Background: an optimization exercise with open tools, aiming at small area, a short achievable clock period and few clock cycles per item. Do not read the settings as production practice. In this exercise RTL edits were held to simulation tests only and were not proved equivalent to the original.

**flow/design.v**
```verilog
`default_nettype none
package rtmf_pkg;
   typedef enum logic [1:0] {
      OP_SET  = 2'd0,
      OP_DEL  = 2'd1,
      OP_LOOK = 2'd2,
      OP_NONE = 2'd3
   } op_type;
   typedef enum logic [1:0] {
      STATUS_OK   = 2'd0,
      STATUS_MISS = 2'd1,
      STATUS_FULL = 2'd2
   } status_type;
   typedef struct packed {
      logic [31:0] net;
      logic [31:0] mask;
      logic [31:0] hop_addr;
      logic [15:0] hop_port;
   } entry_type;
   typedef struct packed {
      op_type      op;
      logic [31:0] dest_addr;
      logic [5:0]  pfx_len;
      logic [31:0] hop_addr;
      logic [15:0] hop_port;
   } req_type;
   typedef struct packed {
      logic        valid;
      status_type  status;
      logic [31:0] hop_addr;
      logic [15:0] hop_port;
   } res_type;
   function automatic logic [31:0] make_mask(input logic [5:0] plen);
      logic [5:0] n;
      begin
         n = (plen > 6'd32) ? 6'd32 : plen;
         make_mask = ~(32'hFFFF_FFFF >> n);
      end
   endfunction
endpackage
`default_nettype wire
`default_nettype none
module route_table_move_to_front #(
   parameter int ENTRIES = 32
) (
   input  wire logic          clock,
   input  wire logic          reset,
   input  wire logic          req_tvalid,
   output logic               req_tready,
   input  wire logic [87:0]   req_tdata,
   input  wire logic [1:0]    req_tuser,    
   output logic               rsp_tvalid,
   input  wire logic          rsp_tready,
   output logic [47:0]        rsp_tdata,
   output logic [1:0]         rsp_tuser     
);
   localparam int N     = ENTRIES;
   localparam int CNT_W = $clog2(ENTRIES + 1);
   localparam int EW    = 86;
   logic               in_v;
   logic [1:0]         in_op;
   logic [31:0]        in_addr;
   logic [5:0]         in_plen;
   logic [47:0]        in_hop;
   logic               out_v, sk_v;
   logic [49:0]        out_d, sk_d;      
   logic               go;
   assign go         = in_v && !(out_v && sk_v);
   assign req_tready = !in_v || !(out_v && sk_v);
   logic [5:0] req_plen_c;
   assign req_plen_c = (req_tdata[37] && (req_tdata[36:32] != 5'd0)) ? 6'd32
                                                                      : req_tdata[37:32];
   always_ff @(posedge clock) begin
      if (reset) begin
         in_v <= 1'b0;
      end else if (req_tready) begin
         in_v <= req_tvalid;
      end
      if (req_tready && req_tvalid) begin
         in_op   <= req_tuser;
         in_addr <= req_tdata[31:0];
         in_plen <= req_plen_c;
         in_hop  <= req_tdata[85:38];
      end
   end
   logic [N-1:0][EW-1:0] ent;
   logic [CNT_W-1:0]     cnt;
   logic [N:0]           vld;            
   logic [N-1:0]         hit_v;
   logic [N-1:0]         first;
   logic [N-1:0]         last;
   logic [N-1:0]         app;
   logic [N-1:0]         sel;
   logic [N-1:0]         wr_bus;
   logic [N-1:0]         wr_e0;
   logic                 is_set, is_del, is_look;
   logic                 hit, full;
   logic [EW-1:0]        new_ent;
   logic [EW-1:0]        bus;
   logic [31:0]          in_mask;
   assign is_set  = (in_op == rtmf_pkg::OP_SET);
   assign is_del  = (in_op == rtmf_pkg::OP_DEL);
   assign is_look = (in_op == rtmf_pkg::OP_LOOK);
   assign in_mask = rtmf_pkg::make_mask(in_plen);
   assign new_ent = {in_addr & in_mask, in_plen, in_hop};
   assign full    = (cnt == CNT_W'(N));
   genvar e;
   generate
      for (e = 0; e < N; e++) begin : g_ent
         logic [31:0] net_e, mask_e;
         logic [5:0]  plen_e;
         logic        m_e;
         assign net_e  = ent[e][85:54];
         assign plen_e = ent[e][53:48];
         assign mask_e = rtmf_pkg::make_mask(plen_e);
         assign vld[e] = (CNT_W'(e) < cnt);
         assign m_e    = vld[e] && (((in_addr ^ net_e) & mask_e) == 32'd0);
         assign hit_v[e] = is_look ? m_e : (m_e && (plen_e == in_plen));
         if (e == 0) begin : g_first0
            assign first[e] = hit_v[e];
            assign app[e]   = !vld[e];
         end else begin : g_firstn
            assign first[e] = hit_v[e] && (hit_v[e-1:0] == '0);
            assign app[e]   = vld[e-1] && !vld[e];
         end
      end
   endgenerate
   assign vld[N] = 1'b0;
   generate
      for (e = 0; e < N; e++) begin : g_last
         assign last[e] = vld[e] && !vld[e+1];
      end
   endgenerate
   assign hit = |hit_v;
   assign sel = is_del ? last : first;
   always_comb begin
      bus = is_set ? new_ent : '0;
      for (int i = 0; i < N; i++) begin
         bus = bus | (ent[i] & {EW{sel[i] && !is_set}});
      end
   end
   generate
      for (e = 0; e < N; e++) begin : g_wr
         if (e == 0) begin : g_w0
            assign wr_bus[e] = go && ((is_look && hit) || ((is_set || is_del) && first[e])
                                      || (is_set && !hit && app[e]));
            assign wr_e0[e]  = 1'b0;
         end else begin : g_wn
            assign wr_bus[e] = go && (((is_set || is_del) && first[e])
                                      || (is_set && !hit && app[e]));
            assign wr_e0[e]  = go && is_look && first[e];
         end
         always_ff @(posedge clock) begin
            if (wr_bus[e]) begin
               ent[e] <= bus;
            end else if (wr_e0[e]) begin
               ent[e] <= ent[0];
            end
         end
      end
   endgenerate
   always_ff @(posedge clock) begin
      if (reset) begin
         cnt <= '0;
      end else if (go && is_set && !hit && !full) begin
         cnt <= cnt + 1'b1;
      end else if (go && is_del && hit) begin
         cnt <= cnt - 1'b1;
      end
   end
   logic [1:0]  res_st;
   logic [47:0] res_hop;
   logic [49:0] res;
   always_comb begin
      res_st = rtmf_pkg::STATUS_MISS;
      if ((is_look || is_del || is_set) && hit) begin
         res_st = rtmf_pkg::STATUS_OK;
      end else if (is_set) begin
         res_st = full ? rtmf_pkg::STATUS_FULL : rtmf_pkg::STATUS_OK;
      end
   end
   assign res_hop = bus[47:0] & {48{is_look && hit}};
   assign res     = {res_st, res_hop};
   logic out_free;
   assign out_free = !out_v || rsp_tready;
   always_ff @(posedge clock) begin
      if (reset) begin
         out_v <= 1'b0;
         sk_v  <= 1'b0;
      end else if (out_free) begin
         out_v <= sk_v || go;
         sk_v  <= sk_v && go;
      end else begin
         sk_v  <= sk_v || go;
      end
      if (out_free) begin
         out_d <= sk_v ? sk_d : res;
      end
      if (go && (!out_free || sk_v)) begin
         sk_d <= res;
      end
   end
   assign rsp_tvalid = out_v;
   assign rsp_tuser  = out_d[49:48];
   assign rsp_tdata  = out_d[47:0];
endmodule
`default_nettype wire
```
**flow/run.sh**
```bash
#!/bin/bash
# synth_recipe.tcl (not shown) runs the flow's synth.tcl, then flattens the netlist and writes it again
# the make line also repeats each setting of config.mk as NAME=value (left out here)
make -C /OpenROAD-flow-scripts/flow DESIGN_CONFIG=/design/flow/config.mk WORK_HOME=/design/flow/orfs CLKGATE_MAP_FILE= SYNTH_SCRIPT=/design/flow/synth_recipe.tcl finish
```
**flow/config.mk**
```make
export PLATFORM = sky130hd
export DESIGN_NAME = route_table_move_to_front
export DESIGN_NICKNAME = route_table_move_to_front
export VERILOG_FILES = /design/flow/design.v
export SDC_FILE = /design/flow/constraint.sdc
export NUM_CORES = 4
export LEC_CHECK = 0
export CAP_MARGIN = 20
export CORE_MARGIN = 2
export CORE_UTILIZATION = 40
export SLEW_MARGIN = 20
```
**flow/constraint.sdc**
```tcl
create_clock -name core_clock -period 8.0 [get_ports {clock}]
set_input_delay 1.6000 -clock core_clock [delete_from_list [all_inputs] [get_ports {clock}]]
set_output_delay 1.6000 -clock core_clock [all_outputs]
set_load 0.01 [all_outputs]
```
==> impl_results.md <==
* Sequential area share after synthesis at 50.4%
* Syn. warnings at 1
* Largest net degree at the start of global routing at 106
* GRT Resource Usage Total at 75.8%
* Dpl cells at 24582
* HPWL after detailed placement at roughly 1200000 um
* Post-synth ARST share at 0%
* Post-Syn Area at 176000 um2
* Synth Instances at 18276
* Initial Util at 40.1%
* First-pass GRT wire length at 2190000 um
* Post-CTS setup buffers at 0
* Avg Cell Area, Syn at between 9 and 10 um2
* Synth top area cells: edfxtp_1, a21oi_1, nor2_1
* Yosys reg bits at 2949
* Port bufs at between 100 and 150
* H-tree levels at 5
* Largest area contributor in the netlist: edfxtp_1
* Die Ht at 667 um
* Row count at approximately 240
* CTS Root Cell: clkbuf_16
* Die width at roughly 670 um
* Hold buffer count at cts at 0
* Number of flops mapped to enable cells by yosys at 2940
* Stop err: [ERROR GRT-0116] Global routing finished with congestion. Check the congestion regions in the DRC Viewer.
* Routability congestion estimate at 1.30
* Exit stage: 5_1_grt
* Status: did not finish
* Syn nets at around 18000
* Clk buf depth at 4
* Post-CTS Resized at 0
* Aggregate global routing overflow at 4
* Total CTS buffers at 340
* Share of the synthesized area in the top cell type at 50.3%
* I/O pins at 146
* Vias in the first global route at 197879
* Unique masters post-synth at approximately 120
* Leading register cell type out of synthesis: edfxtp_1
* Sink Count at 2949
[power groups by stage]
stage	combinational, mW	clock [mW]	sequential [mW]
after floorplan	1.18	0	17.2
after global placement	2.97	0	17.3
after detailed placement	3.00	0	17.3
after CTS	3.02	16.8	17.0
[how the worst min path moves through the flow]
stage	startpoint	to	slack, ns	cells after the start
CTS	sk_d[0]	out_d[0]	0.43	2
detailed placement	sk_d[38]	out_d[38]	0.51	2
global placement	sk_d[9]	out_d[9]	0.51	2
floorplan	sk_d[0]	out_d[0]	0.50	2
[per-layer routing]
metal | GRT usage [%] | GRT overflow
met5 | 39.9 | 0
met4 | 71.0 | 1
met3 | 64.8 | 0
met2 | 87.6 | 3
met1 | 77.8 | 0
[stage by stage]
| step | hold WS [ns] | utilization [%] | setup TNS [ns] | setup WS [ns] | cell area, um2 |
|---|---|---|---|---|---|
| floorplan | 0.500 | - | -332.03 | -1.93 | 176000 |
| global placement | 0.514 | 46.6 | -0.698 | -0.0531 | 204000 |
| detailed placement | 0.512 | 46.7 | 0 | 0.418 | 204000 |
| CTS | 0.434 | 49.3 | 0 | 0.371 | 216000 |
[cell usage after synthesis (all sizes together), types with 22 or more instances]
master   count
nor2      2956
edfxtp    2940
a21oi     2917
clkbuf    1282
a22oi      961
buf        860
nand2      855
xnor2      637
xor2       583
o21ai      472
a221oi     344
nand4      340
nand3      319
a22o       314
a222oi     306
nor3       218
inv        186
nor4       148
and3       113
a31oi      109
o22ai      109
a211oi      79
a221o       78
mux2        65
a2111oi     63
or3         59
or2         53
and2        51
o21a        49
o211ai      48
a21o        47
and4        46
o31ai       43
or4         43
o2111ai     38
a211o       33
nor2b       33
a2111o      26
o21bai      26
a32oi       25
nand2b      24
maj3        23
a32o        22
[cell families after synthesis]
logic type      count (synthesis)  share of synthesized area (%)
flops                        2949                           50.4
compound gates               6315                           23.5
xor+xnor                     1220                           6.08
fa+ha+maj                      28                          0.167
simple gates                 5368                           13.8
mux                            66                          0.422
buf+inv                      2330                           5.69
Testbench counts, summed over its fixed seeds: cycles 5,824, items 5,808.
